Background: an optimization exercise with open tools, aiming at small area. Do not read the settings as production practice. Where RTL was checked, it was by simulation tests only, not by an equivalence proof against the original. No activity file was given, so power comes from the tool's default toggle rates. No driver is modelled on the clock port, so clocking that relies on it looks cheaper here than on a real chip.

== before ==
==> module register_console_top, before the edit <==
module register_console_top (
        input  logic                        clk,
        input  logic                        reset,
        input  logic                        rot,
        input  logic [4-1:0] bits,
        output logic [128-1:0]   line1,
        output logic [128-1:0]   line2
);
        logic       rot_prev;
        logic       busy;
        logic [2:0] fc;           
        logic [2:0] op;
        logic       cv, upd;      
        logic [4:0] A;            
        logic [15:0] T;           
        logic step, fstep, start, last;
        logic op_w, op_r, op_r2, op_c, op_x, op_s, writes;
        assign step  = rot & ~rot_prev;
        assign fstep = step & busy;
        assign start = step & ~busy & (bits[2:0] != 3'd3) & (bits[2:0] != 3'd4);
        assign op_w  = (op == 3'd0);
        assign op_r  = (op == 3'd1);
        assign op_r2 = (op == 3'd2);
        assign op_c  = (op == 3'd5);
        assign op_x  = (op == 3'd6);
        assign op_s  = (op == 3'd7);
        assign writes = ~(op_r | op_r2);
        always_comb begin
                case (op)
                        3'd1:    last = (fc == 3'd1);
                        3'd2:    last = (fc == 3'd3);
                        3'd7:    last = (fc == 3'd4);
                        default: last = (fc == 3'd5);
                endcase
        end
        always_ff @(posedge clk) begin
                if (reset) begin
                        rot_prev <= 1'b0;
                        busy     <= 1'b0;
                        cv       <= 1'b0;
                        upd      <= 1'b0;
                end else begin
                        rot_prev <= rot;
                        cv       <= fstep & last;
                        upd      <= cv;
                        if (start)
                                busy <= 1'b1;
                        else if (fstep & last)
                                busy <= 1'b0;
                end
        end
        logic a_lo, a_hi;
        always_comb begin
                if (op_w) begin
                        a_lo = (fc == 3'd0);
                        a_hi = (fc == 3'd1);
                end else if (op_s) begin
                        a_lo = (fc == 3'd0) | (fc == 3'd3);
                        a_hi = (fc == 3'd1) | (fc == 3'd4);
                end else begin
                        a_lo = ~fc[0];
                        a_hi = fc[0];
                end
        end
        always_ff @(posedge clk) begin
                if (start) begin
                        op <= bits[2:0];
                        fc <= 3'd0;
                end else if (fstep) begin
                        fc <= fc + 3'd1;
                end
                if (fstep & a_lo) A[3:0] <= bits;
                if (fstep & a_hi) A[4]   <= bits[0];
        end
        logic [31:0][15:0] ring;
        logic [4:0]  ptr;
        logic        cleared;     
        logic        clr;
        logic        pv;          
        logic [4:0]  pp;          
        logic [15:0] pd;          
        logic [4:0]  q;           
        logic        rok;         
        logic        q_ok;
        logic        hit;
        logic [15:0] rd;          
        logic        wr_now;
                logic [3:0]  wp;
        assign q    = A + ptr;
        assign rok  = ~q[0];
        assign clr  = ~cleared;
        assign q_ok = cleared | ({2'b00, q[2:0]} < ptr);
        assign hit  = pv & (q == pp);
        logic [17:0]       rsel;
        logic [17:0][15:0] rsrc;
        logic [5:0][15:0]  rd_n;
        logic              sel_t;
        assign sel_t      = upd & (writes | (op_r & ~rok));
        assign rsel[15:0] = {16{~sel_t & rok & q_ok & ~hit}} & (16'd1 << q[4:1]);
        assign rsel[16]   = ~sel_t & ((rok & hit) | (upd & op_r2 & ~rok));
        assign rsel[17]   = sel_t;
        for (genvar k = 0; k < 16; k++) begin : g_src
                assign rsrc[k] = ring[2*k];
        end
        assign rsrc[16] = pd;
        assign rsrc[17] = T;
        for (genvar g = 0; g < 6; g++) begin : g_rd
                for (genvar b = 0; b < 16; b++) begin : g_bit
                        rc_aoi222 u_aoi (
                                .a1 (rsrc[3*g][b]),   .a2 (rsel[3*g]),
                                .b1 (rsrc[3*g+1][b]), .b2 (rsel[3*g+1]),
                                .c1 (rsrc[3*g+2][b]), .c2 (rsel[3*g+2]),
                                .y  (rd_n[g][b])
                        );
                end
        end
        always_comb begin
                rd = 16'd0;
                for (int g = 0; g < 6; g++) rd = rd | ~rd_n[g];
        end
        for (genvar p = 0; p < 4; p++) begin : g_wp
                assign wp[p] = clr | (pv & (pp == 5'(8*p + 31)));
        end
        assign wr_now = upd & writes;
        always_ff @(posedge clk) begin
                for (int i = 1; i < 32; i++) ring[i] <= ring[i-1];
                ring[0]  <= wp[0] ? pd : ring[31];
                ring[8]  <= wp[1] ? pd : ring[7];
                ring[16] <= wp[2] ? pd : ring[15];
                ring[24] <= wp[3] ? pd : ring[23];
        end
        always_ff @(posedge clk) begin
                if (reset) begin
                        ptr     <= 5'd0;
                        cleared <= 1'b0;
                        pv      <= 1'b0;
                        pd      <= 16'd0;
                end else begin
                        ptr <= ptr + 5'd1;
                        if (ptr == 5'd7) cleared <= 1'b1;
                        if (wr_now) begin
                                pv <= 1'b1;
                                pd <= rd;
                        end else begin
                                if (wp != 4'd0) pv <= 1'b0;
                                if (cv & op_r2) pd <= rd;
                        end
                end
                pp <= (wr_now ? q : pp) + 5'd1;
        end
        logic [3:0]  amt;
        logic [3:0]  a_cur;
        logic        xd;          
        logic        tload, wdat, xop;
        assign tload = (fc == 3'd2) & rok & ~(fstep & op_w);
        assign wdat  = fstep & op_w & (fc >= 3'd2);
        assign xop   = (fc == 3'd4) & rok & (op_c | op_x) & ~xd;
        assign a_cur = (fstep & op_s & (fc == 3'd2)) ? bits : amt;
        always_ff @(posedge clk) begin
                if (start)
                        xd <= 1'b0;
                else if (xop)
                        xd <= 1'b1;
        end
        always_ff @(posedge clk) begin
                if (reset)
                        amt <= 4'd0;
                else if (tload)
                        amt <= a_cur;
                else if (a_cur[3])
                        amt <= {1'b0, a_cur[2:0]};
                else if (a_cur[2])
                        amt <= {2'b00, a_cur[1:0]};
                else
                        amt <= {3'b000, a_cur[1] & a_cur[0]};
        end
        always_ff @(posedge clk) begin
                T <= T_next;
        end
        logic s_ld, s_x, s_c, s_8, s_4, s_2, s_1, s_h;
        logic [15:0] T_next;
        assign s_ld = tload;
        assign s_x  = xop;
        assign s_c  = cv & op_c;
        assign s_8  = ~tload & a_cur[3];
        assign s_4  = wdat | (~tload & (a_cur[3:2] == 2'b01));
        assign s_2  = ~tload & (a_cur[3:2] == 2'd0) & a_cur[1];
        assign s_1  = ~tload & (a_cur[3:1] == 3'd0) & a_cur[0];
        assign s_h  = ~(s_ld | s_x | s_c | s_8 | s_4 | s_2 | s_1);
        assign T_next = ({16{s_ld | s_x}} & (rd ^ (T & {16{s_x}})))
                      | ({16{s_8}} & {8'd0, T[15:8]})
                      | ({16{s_4}} & {bits & {4{wdat}}, T[15:4]})
                      | ({16{s_2}} & {2'd0, T[15:2]})
                      | ({16{s_1}} & {1'b0, T[15:1]})
                      | ({16{s_c}} & {15'd0, (T == 16'd0)})
                      | ({16{s_h}} & T);
        logic [15:0] L1, L2;
        logic        LN;
        always_ff @(posedge clk) begin
                if (reset) begin
                        L1 <= 16'd0;
                        L2 <= 16'd0;
                        LN <= 1'b0;
                end else if (upd) begin
                        L1 <= op_r2 ? T : {11'd0, A};
                        L2 <= rd;
                        LN <= 1'b1;
                end
        end
        always_comb begin
                for (int i = 0; i < 16; i++) begin
                        line1[i*8 +: 8] = {2'b00, LN, LN, 3'b000, L1[i]};
                        line2[i*8 +: 8] = {2'b00, LN, LN, 3'b000, L2[i]};
                end
        end
endmodule
Settings: LEC_CHECK=0, ABC_AREA=0, CAP_MARGIN=20, CORE_MARGIN=2, CORE_UTILIZATION=60, SLEW_MARGIN=20, SYNTH_HIERARCHICAL=1, SYNTH_MINIMUM_KEEP_SIZE=0; clock period 6.0 ns.
standard.sh (not shown) runs the stock make flow with config.mk's settings and CLKGATE_MAP_FILE= SYNTH_SCRIPT=/design/flow/synth_recipe.tcl, a recipe that flattens the netlist after the stock synthesis.
==> flow/flow/run.sh <==
#!/bin/bash
# Standard ORFS layout with three changes: the tie cell is not split per load,
# ports are buffered with buf_1, and CTS inserts no dummy loads.
set -euo pipefail
bash standard.sh \
  SKIP_REPAIR_TIE_FANOUT=1 \
  "BUFFER_PORTS_ARGS=-buffer_cell sky130_fd_sc_hd__buf_1" \
  "CTS_ARGS=-sink_clustering_enable -repair_clock_nets -dont_use_dummy_load -buf_list {sky130_fd_sc_hd__clkbuf_8 sky130_fd_sc_hd__clkbuf_16} -sink_clustering_size 30 -sink_clustering_max_diameter 120" \
  finish > standard.log 2>&1
before has completed all stages; timing, DRC and antenna checks passed.
Relative to before, the following input files were edited for after:
diff --git a/flow/design.v b/flow/design.v
--- a/flow/design.v
+++ b/flow/design.v
@@ -157,18 +157,30 @@
                 for (int g = 0; g < 6; g++) rd = rd | ~rd_n[g];
         end
         for (genvar p = 0; p < 4; p++) begin : g_wp
                 assign wp[p] = clr | (pv & (pp == 5'(8*p + 31)));
         end
         assign wr_now = upd & writes;
+        logic [3:0][15:0] port_d;
+        for (genvar p = 0; p < 4; p++) begin : g_port
+                logic wp_n;
+                assign wp_n = ~wp[p];
+                for (genvar b = 0; b < 16; b++) begin : g_bit
+                        rc_ao22 u_ao (
+                                .a1 (pd[b]),                    .a2 (wp[p]),
+                                .b1 (ring[(8*p + 31) % 32][b]), .b2 (wp_n),
+                                .y  (port_d[p][b])
+                        );
+                end
+        end
         always_ff @(posedge clk) begin
                 for (int i = 1; i < 32; i++) ring[i] <= ring[i-1];
-                ring[0]  <= wp[0] ? pd : ring[31];
-                ring[8]  <= wp[1] ? pd : ring[7];
-                ring[16] <= wp[2] ? pd : ring[15];
-                ring[24] <= wp[3] ? pd : ring[23];
+                ring[0]  <= port_d[0];
+                ring[8]  <= port_d[1];
+                ring[16] <= port_d[2];
+                ring[24] <= port_d[3];
         end
         always_ff @(posedge clk) begin
                 if (reset) begin
                         ptr     <= 5'd0;
                         cleared <= 1'b0;
                         pv      <= 1'b0;
@@ -191,47 +203,46 @@
         logic        xd;          
         logic        tload, wdat, xop;
         assign tload = (fc == 3'd2) & rok & ~(fstep & op_w);
         assign wdat  = fstep & op_w & (fc >= 3'd2);
         assign xop   = (fc == 3'd4) & rok & (op_c | op_x) & ~xd;
         assign a_cur = (fstep & op_s & (fc == 3'd2)) ? bits : amt;
+        logic ld15;
+        assign ld15 = tload & (a_cur == 4'd15);
         always_ff @(posedge clk) begin
                 if (start)
                         xd <= 1'b0;
                 else if (xop)
                         xd <= 1'b1;
         end
         always_ff @(posedge clk) begin
                 if (reset)
                         amt <= 4'd0;
                 else if (tload)
-                        amt <= a_cur;
-                else if (a_cur[3])
-                        amt <= {1'b0, a_cur[2:0]};
-                else if (a_cur[2])
-                        amt <= {2'b00, a_cur[1:0]};
+                        amt <= ld15 ? 4'd0 : a_cur;
+                else if (a_cur[3:2] != 2'd0)
+                        amt <= {a_cur[3:2] - 2'd1, a_cur[1:0]};
+                else if (a_cur[1:0] != 2'd0)
+                        amt <= {2'b00, a_cur[1:0] - 2'd1};
                 else
-                        amt <= {3'b000, a_cur[1] & a_cur[0]};
+                        amt <= 4'd0;
         end
         always_ff @(posedge clk) begin
                 T <= T_next;
         end
-        logic s_ld, s_x, s_c, s_8, s_4, s_2, s_1, s_h;
+        logic s_ld, s_x, s_c, s_4, s_1, s_h;
         logic [15:0] T_next;
-        assign s_ld = tload;
+        assign s_ld = tload & ~ld15;
         assign s_x  = xop;
         assign s_c  = cv & op_c;
-        assign s_8  = ~tload & a_cur[3];
-        assign s_4  = wdat | (~tload & (a_cur[3:2] == 2'b01));
-        assign s_2  = ~tload & (a_cur[3:2] == 2'd0) & a_cur[1];
-        assign s_1  = ~tload & (a_cur[3:1] == 3'd0) & a_cur[0];
-        assign s_h  = ~(s_ld | s_x | s_c | s_8 | s_4 | s_2 | s_1);
+        assign s_4  = wdat | (~tload & (a_cur[3:2] != 2'd0));
+        assign s_1  = ~tload & (a_cur[3:2] == 2'd0) & (a_cur[1:0] != 2'd0);
+        assign s_h  = ~(tload | s_x | s_c | s_4 | s_1);
         assign T_next = ({16{s_ld | s_x}} & (rd ^ (T & {16{s_x}})))
-                      | ({16{s_8}} & {8'd0, T[15:8]})
+                      | ({16{ld15}} & {15'd0, rd[15]})
                       | ({16{s_4}} & {bits & {4{wdat}}, T[15:4]})
-                      | ({16{s_2}} & {2'd0, T[15:2]})
                       | ({16{s_1}} & {1'b0, T[15:1]})
                       | ({16{s_c}} & {15'd0, (T == 16'd0)})
                       | ({16{s_h}} & T);
         logic [15:0] L1, L2;
         logic        LN;
         always_ff @(posedge clk) begin
@@ -255,6 +266,12 @@
 module rc_aoi222 (
         input  logic a1, a2, b1, b2, c1, c2,
         output logic y
 );
         assign y = ~((a1 & a2) | (b1 & b2) | (c1 & c2));
 endmodule
+module rc_ao22 (
+        input  logic a1, a2, b1, b2,
+        output logic y
+);
+        assign y = (a1 & a2) | (b1 & b2);
+endmodule
### Flow results
after reached the final stage; the timing, design-rule and antenna checks on its layout passed.
Fraction of standard cell area in multi-input logic for after is lower than for before.
The final reports for after and before show cell internal power dissipation lower in the former.
Compared with before, in after cell count has remained practically unchanged, share of the clock period used by the worst path rose by 3.9 points, non-clock buffer count went up.
Between after and before, the worst setup slack is higher for before.
after ended with more synthesized-area fraction occupied by ao, oa, aoi and oai cells than before.
Sort after and before by area overhead of the layout relative to synthesis desc -> top: after
after vs before — die area dropped 610 sq um.
There was hardly any difference in fill cell total of the finished layout between after and before.
after reports its cell at the slowest stage of the critical path as sky130_fd_sc_hd__nor3_2 while before reports sky130_fd_sc_hd__xnor2_1.
For before, only the layout was checked, not whether the RTL still works.

-- separate check: timing with driven ports --
The results above use ideal ports. As a check the final layouts listed here were re-extracted and re-timed, cells and wires unchanged. Step 1 sets driving cells, clkbuf_16 on the clock port and buf_2 on the other inputs (assumed; they add their load-dependent delay and slew). Step 2, shift: input delay + t, output delay - t, t = (earliest + latest rising clock arrival at the registers) / 2. This alone moves slack from input paths to output paths. Three values: ideal, step 1, step 2; two values: the first two.
run | shift t [ns] | setup slack, ns | worst register clock-pin slew, ns | pins driven straight from the clock port
before | 0.599 | 1.205 / 1.205 / 1.205 | 0.12 / 0.12 | 1
after | 0.595 | 0.973 / 0.973 / 0.973 | 0.12 / 0.12 | 1
After both steps setup and hold are still met in every run listed.
